Source: an optimization exercise on an open RTL-to-GDS flow (aim: small area, a short achievable clock period and few clock cycles per item). Production flows keep margins and buffers that such runs may drop.
Where RTL was checked, it was by simulation tests only, not by an equivalence proof against the original.
Power is estimated from default activity; no workload was simulated.

==> flow/design.v (excerpt) <==
module xbus_filter (
    input  logic        clk,
    input  logic        arst_n,
    input  logic [65:0] in_pkt,
    input  logic [7:0]  pad_value,
    output logic        vec_wr_en,
    output logic [15:0] vec_din,
    input  logic        vec_full,
    output logic        cache_full
);
==> flow/config.mk <==
export PLATFORM = sky130hd
export DESIGN_NAME = xbus_filter
export DESIGN_NICKNAME = xbus_filter
export VERILOG_FILES = /design/flow/design.v
export SDC_FILE = /design/flow/constraint.sdc
export NUM_CORES = 4
export LEC_CHECK = 0
export CAP_MARGIN = 20
export CORE_MARGIN = 2
export CORE_UTILIZATION = 40
export CTS_BUF_LIST = sky130_fd_sc_hd__clkbuf_4
export SETUP_SLACK_MARGIN = 2.5
export SLEW_MARGIN = 20
==> flow/constraint.sdc <==
create_clock -name core_clock -period 4.5 [get_ports {clk}]
set_input_delay 0.9000 -clock core_clock [delete_from_list [all_inputs] [get_ports {clk}]]
set_output_delay 0.9000 -clock core_clock [all_outputs]
set_load 0.01 [all_outputs]
standard.sh (not shown) runs the stock make flow with config.mk's settings and CLKGATE_MAP_FILE= SYNTH_SCRIPT=/design/flow/synth_recipe.tcl, a recipe that flattens the netlist after the stock synthesis.
==> flow/flow/run.sh <==
#!/bin/bash
# Standard ORFS layout with two changes: the port buffers start as buf_1
# (the resizer still upsizes the ones on critical paths) and CTS inserts no
# dummy loads. Each tool's output goes to its own log in the work folder.
set -euo pipefail
bash standard.sh \
  'BUFFER_PORTS_ARGS=-buffer_cell sky130_fd_sc_hd__buf_1' \
  'CTS_ARGS=-sink_clustering_enable -repair_clock_nets -dont_use_dummy_load -buf_list sky130_fd_sc_hd__clkbuf_4' \
  MATCH_CELL_FOOTPRINT=0 \
  finish > make_finish.log 2>&1
Then changed:
--- a/flow/design.v
+++ b/flow/design.v
@@ -158,29 +158,21 @@
     logic [3:0] pbase;
     logic [2:0] vfh;
     function automatic logic [3:0] rotl1(input logic [3:0] v);
         rotl1 = {v[2:0], v[3]};
     endfunction
     logic       row_end0;
-    logic       row_end1;
     logic       lv1;
-    logic       lv2;
     logic       lpad0;
     logic       lpad1;
-    logic       lpad2;
     logic [3:0] lane1;
-    logic [3:0] lane2;
     assign row_end0 = pos[2] | pos[5];
-    assign row_end1 = pos[1] | pos[4];
     assign lv1 = !pos[8];
-    assign lv2 = !pos[8] && !pos[7];
     assign lpad0 = opad[0];
     assign lpad1 = opad[1];
-    assign lpad2 = opad[2];
     assign lane1 = row_end0 ? lane0 : rotl1(lane0);
-    assign lane2 = (row_end0 || row_end1) ? rotl1(lane0) : {lane0[1:0], lane0[3:2]};
     logic       can_emit;
     logic       have0;
     logic       emit;
     logic       take;
     logic [8:0] new_pad;
     logic [3:0] new_base;
@@ -243,22 +235,19 @@
             pbase <= h_base_oh;
         end
         vec_din <= vec_next;
     end
     logic       cf_prev;        
     logic       ce1;
-    logic       ce2;
-    logic       c1;
-    logic       c2;
-    logic       p0;
-    logic       p1;
-    logic       p2;
-    logic [3:0] u1;             
-    logic [3:0] u2;             
-    logic [3:0] f1;             
-    logic [3:0] f2;             
+    logic       go1;            
+    logic [3:0] q0;             
+    logic [3:0] q1;             
+    logic [3:0] nu1;            
+    logic [3:0] nu2;            
+    logic [3:0] nf1;            
+    logic [3:0] nf2;            
     logic [3:0] na;
     logic [3:0] nb;
     logic [3:0] nc;
     logic [3:0] w1;             
     logic [3:0] w2;
     logic [3:0] w3;
@@ -269,36 +258,33 @@
     logic [3:0] ov;
     logic [3:0] hov;
     logic       cf_n;
     logic       pend_hit;
     always_comb begin
         ce1 = vfh[1:0] != 2'b11;
-        ce2 = !vfh[0];
-        c1 = lpad1 || (row_end0 ? ((lane0 & (lpad0 ? t1 : t2)) != 4'd0)
-                                : ((rotl1(lane0) & t1) != 4'd0));
-        c2 = lpad2 || (row_end1 ? ((lane1 & (lpad1 ? t1 : t2)) != 4'd0)
-                                : ((lane2 & t1) != 4'd0));
-        p0 = emit && !lpad0;
-        p1 = emit && lv1 && ce1 && c1 && !lpad1;
-        p2 = emit && lv1 && ce1 && c1 && lv2 && ce2 && c2 && !lpad2;
-        u1 = (p0 ? lane0 : 4'd0) | (p1 ? lane1 : 4'd0) | (p2 ? lane2 : 4'd0);
-        u2 = ((p0 && p1 && row_end0) ? lane0 : 4'd0) | ((p1 && p2 && row_end1) ? lane1 : 4'd0);
-        f1 = ~t2 | u1;
-        f2 = ~t1 | (~t2 & u1) | u2;
+        go1 = emit && lv1 && ce1 && !lpad1;
+        for (int l = 0; l < 4; l++) begin
+            q0[l] = act && can_emit && !lpad0 && lane0[l] && t1[l];
+            q1[l] = go1 && lane1[l] && (row_end0 ? (lpad0 ? t1[l] : t2[l]) : t1[l]);
+        end
+        nu1 = ~(q0 | q1);
+        nu2 = ~(q0 & q1);
+        nf1 = t2 & nu1;
+        nf2 = t1 & (t2 | nu1) & nu2;
         na = nd[0];
         nb = (cf_prev && cache_full) ? 4'd0 : nd[1];
         nc = (cf_prev || cache_full) ? 4'd0 : nd[2];
         w1 = na | nb | nc;
         w2 = (na & nb) | (na & nc) | (nb & nc);
         w3 = na & nb & nc;
-        ov = (w1 & ~f1) | (w2 & ~f2) | w3;
+        ov = (w1 & nf1) | (w2 & nf2) | w3;
         h01 = h_rowmask[0] | h_rowmask[1];
         h0and1 = h_rowmask[0] & h_rowmask[1] & !cache_full;
         hw1 = {4{h01}};
         hw2 = {h0and1, h0and1, 2'b00};
-        hov = (hw1 & ~f1) | (hw2 & ~f2);
+        hov = (hw1 & nf1) | (hw2 & nf2);
         pend_hit = pend && (ib == 4'd9 || (ib == 4'd8 && !(cf_prev && cache_full))
                             || (ib == 4'd7 && !cf_prev && !cache_full));
         cf_n = (is_head ? hov != 4'd0 : ov != 4'd0) || pend_hit;
     end
     always_ff @(posedge clk or negedge arst_n) begin
         if (!arst_n) begin
Outcome:
- synthesized area falls by 4.4%
- global-route usage fell by 0.67 points
- clock-buffer cell count does not change
- power falls by about 10%
- synthesized cell count shrinks by about 8%
- worst setup slack gets better by 0.62 ns
- final area goes down by 5.8%
Testbench counts after the change, summed over its fixed seeds: cycles 4,179, windows 384.
The RTL of the first run of this note was laid out without a check of its function.

## port drivers added, routing unchanged
The flow's constraints put no driver on any port. The routed layouts listed below were extracted and timed again, unchanged, in two steps. Step 1 assumes that a clkbuf_16 drives the clock port and a buf_2 every other input. Step 2 times the ports against the registers' clock, not the clock port: input delays grow and output delays shrink by t, the midpoint of the rising clock arrivals with the driver on. a / b / c = ideal / step 1 / step 2; a / b = the first two.
run	shift t [ns]	setup slack, ns	worst setup path after step 2	worst register clock-pin slew, ns	cell pins on the clock port's net
the first run	0.688	1.784 / 1.784 / 1.784	register to register	0.07 / 0.07	1
the second run	0.685	2.409 / 2.365 / 1.826	input to register	0.07 / 0.07	1
After both steps setup and hold are still met in every run listed. The setup slack of the second run, which loses most, moves by -0.044 ns with the drivers and by -0.583 ns with both steps.
